What follows belongs to an exercise in optimizing a design on an open flow for small area; a production flow would make more cautious choices.
Function was checked by simulation only, so behaviour that the tests miss may differ from the original.
Power is estimated from default activity; no workload was simulated.

## build 88
## hub75_bcm_ctl
module hub75_bcm_ctl #(
  parameter int COLOR_COUNT = 3,
  parameter int COLOR_BITS = 4,
  parameter int COL_ADDR_BITS = 6,
  parameter int ROW_ADDR_BITS = 4,
  parameter int SECTIONS = 2,
  parameter int BLANK_CYCLES = 4,
  parameter int ON_UNIT = 8
) (
  input  logic clk,
  input  logic rst,
  input  logic enable,
  input  logic [7:0] brightness,
  input  logic [SECTIONS*COLOR_COUNT*(2**COL_ADDR_BITS)*COLOR_BITS-1:0] row_in,
  input  logic row_valid,
  output logic row_req,
  output logic [ROW_ADDR_BITS-1:0] next_row,
  output logic hub_clk,
  output logic hub_lat,
  output logic hub_noe,
  output logic [ROW_ADDR_BITS-1:0] hub_mux,
  output logic [SECTIONS*COLOR_COUNT-1:0] s_out,
  output logic frame_done
);
  localparam int C = 2**COL_ADDR_BITS;
  localparam int SC = SECTIONS*COLOR_COUNT;
  localparam int L = 255;
  localparam logic [1:0] P_IDLE = 2'd0, P_SHIFT = 2'd1, P_BLANK = 2'd2, P_DISP = 2'd3;
  logic [1:0] ph, ph_n;            
  logic [6:0] cnt, cnt_n;          
  logic [5:0] cnt_hi;
  assign cnt = {cnt_hi, hub_clk};
  logic [1:0] plane, plane_n;
  logic [6:0] br, br_n;            
  logic nreq;                      
  logic load, nload;
  logic sh, bl, dp, cin, e, req_n, done_n, lat_n;
  logic [5:0] up;
  logic [6:0] mask;
  assign load = row_req & row_valid;
  assign nload = nreq | ~row_valid;
  always_comb begin
    sh = ph == P_SHIFT;
    bl = ph == P_BLANK;
    dp = ph == P_DISP;
    cin = cnt[0] | ~sh;
    {e, up} = {1'b0, cnt[6:1]} + 7'(cin);
    ph_n = ph;
    plane_n = plane;
    req_n = row_req;
    done_n = 1'b0;
    case (ph)
      P_IDLE: begin
        req_n = row_req ? !row_valid : enable;
        if (load) ph_n = P_SHIFT;
      end
      P_SHIFT: if (e) ph_n = P_BLANK;
      P_BLANK: if (e) ph_n = P_DISP;
      default: if (e) begin
        plane_n = plane + 1'b1;
        if (plane == 2'd3) begin
          ph_n = P_IDLE;
          req_n = enable;
          done_n = &next_row;
        end else begin
          ph_n = P_SHIFT;
        end
      end
    endcase
    case (plane)
      2'd0: mask = 7'b0001110;
      2'd1: mask = 7'b0000110;
      2'd2: mask = 7'b0000010;
      default: mask = 7'b0000000;
    endcase
    if (ph == P_IDLE) cnt_n = '0;
    else cnt_n = {up, sh & ~cnt[0]}
                 | (sh & e ? 7'b1101110 : 7'b0)
  ...
Size in the first run: about 3600 cells after synthesis, about 1600 flip-flops, about 1600 I/O pins, about 44000 um2 of cells after synthesis.
==> flow/config.mk <==
export PLATFORM = sky130hd
export DESIGN_NAME = hub75_bcm_ctl
export DESIGN_NICKNAME = hub75_bcm_ctl
export VERILOG_FILES = /design/flow/design.v
export SDC_FILE = /design/flow/constraint.sdc
export NUM_CORES = 4
export LEC_CHECK = 0
export CAP_MARGIN = 20
export CORE_AREA = 10 10 530 530
export DIE_AREA = 0 0 540 540
export PLACE_DENSITY = 0.7
export SLEW_MARGIN = 35
==> flow/constraint.sdc <==
create_clock -name core_clock -period 10.0 [get_ports {clk}]
set_input_delay 2.0000 -clock core_clock [delete_from_list [all_inputs] [get_ports {clk}]]
set_output_delay 2.0000 -clock core_clock [all_outputs]
set_load 0.01 [all_outputs]
standard.sh (not shown) runs the stock make flow with config.mk's settings and CLKGATE_MAP_FILE= SYNTH_SCRIPT=/design/flow/synth_recipe.tcl, a recipe that flattens the netlist after the stock synthesis.
==> flow/flow/run.sh <==
#!/bin/bash
set -euo pipefail
bash standard.sh \
  'BUFFER_PORTS_ARGS=-buffer_cell sky130_fd_sc_hd__buf_1' \
  'CTS_ARGS=-sink_clustering_enable -repair_clock_nets -dont_use_dummy_load -sink_clustering_size 32 -sink_clustering_max_diameter 60 -buf_list {sky130_fd_sc_hd__clkbuf_16}' \
  finish > flow.log 2>&1
Looking at the reports, build 88 completed the entire flow and the layout it produced met the timing, design-rule and antenna checks.
Setup changes, build 88 to build 73
==> flow/flow/run.sh <==
#!/bin/bash
set -euo pipefail
bash standard.sh \
  'BUFFER_PORTS_ARGS=-buffer_cell sky130_fd_sc_hd__buf_1' \
  'CTS_ARGS=-sink_clustering_enable -repair_clock_nets -dont_use_dummy_load -sink_clustering_size 20 -sink_clustering_max_diameter 50 -buf_list {sky130_fd_sc_hd__clkbuf_8}' \
  finish > flow.log 2>&1
--- outcome ---
- The wire length of the first global-routing pass of build 73 exceeds that of build 88 by about 0.54%.
- | overall via count from detail_route | build 73 vs build 88 | 172 higher |
- Clock insertion delay at the later pin of the skew report sits higher in build 73 than in build 88.
- Build 88 → build 73: combinational fraction of design power higher; final worst-path cycle share lower.
- For switching power, build 88 and build 73 come out practically identical.
- On post-layout net count: build 73 sits above build 88.
#### Input delta (build 17 over build 73)
- swapping 0.7 for 0.8 in PLACE_DENSITY
==> flow/flow/run.sh <==
#!/bin/bash
set -euo pipefail
bash standard.sh \
  'BUFFER_PORTS_ARGS=-buffer_cell sky130_fd_sc_hd__buf_1' \
  'CTS_ARGS=-sink_clustering_enable -repair_clock_nets -dont_use_dummy_load -sink_clustering_size 22 -sink_clustering_max_diameter 40 -buf_list {sky130_fd_sc_hd__clkbuf_8}' \
  finish > flow.log 2>&1
==> summary.txt <==
- Build 73 has a higher minimum hold slack than build 17.
- Between build 17 and build 73, share of post-route cells with drive strength above 1 is lower for build 73, build 17 comes in above that.
- Taking build 73 as the reference, in build 17 largest net degree at the start of global routing climbed 17, synthesis-to-finish area growth picked up an extra 1.7 points, worst supply voltage drop on vdd increased by about 13% relative to the old numbers, placer's final routability congestion estimate higher, final critical-path setup slack up 0.048 ns.

hub75_bcm_ctl, a different RTL version from the one above (not shown whole).
For scale: about 1600 flip-flops, roughly 1600 I/O pins.
// hub75_bcm_ctl
module hub75_bcm_ctl #(
  parameter int COLOR_COUNT = 3,
  parameter int COLOR_BITS = 4,
  parameter int COL_ADDR_BITS = 6,
  parameter int ROW_ADDR_BITS = 4,
  parameter int SECTIONS = 2,
  parameter int BLANK_CYCLES = 4,
  parameter int ON_UNIT = 8
) (
  input  logic clk,
  input  logic rst,
  input  logic enable,
  input  logic [7:0] brightness,
  input  logic [SECTIONS*COLOR_COUNT*(2**COL_ADDR_BITS)*COLOR_BITS-1:0] row_in,
  input  logic row_valid,
  output logic row_req,
  output logic [ROW_ADDR_BITS-1:0] next_row,
  output logic hub_clk,
  output logic hub_lat,
  output logic hub_noe,
  output logic [ROW_ADDR_BITS-1:0] hub_mux,
  output logic [SECTIONS*COLOR_COUNT-1:0] s_out,
  output logic frame_done
);
Settings: LEC_CHECK=0, CAP_MARGIN=20, CORE_MARGIN=2, CORE_UTILIZATION=50, SLEW_MARGIN=35; clock period 10.0 ns.
==> flow/flow/run.sh <==
#!/bin/bash
set -euo pipefail
bash standard.sh \
  'BUFFER_PORTS_ARGS=-buffer_cell sky130_fd_sc_hd__buf_1' \
  'CTS_ARGS=-sink_clustering_enable -repair_clock_nets -dont_use_dummy_load -sink_clustering_size 30 -sink_clustering_max_diameter 60 -buf_list {sky130_fd_sc_hd__clkbuf_8}' \
  'PLACE_PINS_ARGS=-min_distance 1 -min_distance_in_tracks' \
  finish > flow.log 2>&1
The first run stopped in global routing (5_1_grt) (GRT-0116).
Next try:
==> flow/flow/run.sh (replaced) <==
#!/bin/bash
# Standard ORFS layout, with minimum-size port buffers and a clock tree
# built from small buffers without dummy loads.
set -euo pipefail
bash standard.sh \
  'BUFFER_PORTS_ARGS=-buffer_cell sky130_fd_sc_hd__buf_1' \
  'CTS_ARGS=-sink_clustering_enable -repair_clock_nets -dont_use_dummy_load -buf_list {sky130_fd_sc_hd__clkbuf_4 sky130_fd_sc_hd__clkbuf_8}' \
  finish > flow.log 2>&1
Settings changed: CORE_AREA set to 10 10 530 530, CORE_MARGIN 2 to unset, CORE_UTILIZATION 50 to unset, DIE_AREA set to 0 0 540 540, SLEW_MARGIN 35 to 20.
Effect: Now the flow finished with timing, DRC and antenna clean; synthesized area does not change; synthesized cell count does not change.
Next try:
==> flow/flow/run.sh (replaced) <==
#!/bin/bash
set -euo pipefail
bash standard.sh \
  'BUFFER_PORTS_ARGS=-buffer_cell sky130_fd_sc_hd__buf_1' \
  'CTS_ARGS=-sink_clustering_enable -repair_clock_nets -dont_use_dummy_load -sink_clustering_size 20 -sink_clustering_max_diameter 40 -buf_list {sky130_fd_sc_hd__clkbuf_8}' \
  finish > flow.log 2>&1
Settings changed: CORE_AREA 10 10 530 530 to unset, CORE_MARGIN set to 2, CORE_UTILIZATION set to 55, DIE_AREA 0 0 540 540 to unset.
Result: With this change the flow failed in I/O pin placement (3_2_place_iop); synthesized cell count is unchanged; synthesized area does not change.

## re-timing with driven ports
In the flow no input, the clock included, has a driving cell. The finished layouts below were timed again as built, in two steps. Step 1 assumes that a clkbuf_16 drives the clock port and a buf_2 every other input. Step 2 moves the port delays by t, midway between the first and last clock arrival at a register: inputs arrive t later, outputs are due t later. That takes back most of the time a late clock gives input paths. Slacks: ideal / step 1 / step 2; pairs: ideal / step 1.
| run | shift t [ns] | slack for setup (ns) | worst setup path at the end | clock arrival spread, ns | worst data-port slew with drivers (ns) |
|---|---|---|---|---|---|
| build 88 | 0.869 | 5.745 / 5.790 / 4.922 | input to register | 0.156 / 0.157 | 0.27 |
| build 73 | 0.951 | 5.907 / 5.950 / 4.999 | input to register | 0.162 / 0.162 | 0.28 |
| build 17 | 0.961 | 5.956 / 5.951 / 4.991 | input to register | 0.183 / 0.183 | 0.36 |
| the second run of note 2 | 0.975 | 5.879 / 5.879 / 4.951 | input to register | 0.129 / 0.130 | 0.44 |
After both steps every run listed still meets setup and hold. The setup slack of build 17, which loses most, moves by -0.005 ns with the drivers and by -0.965 ns with both steps.
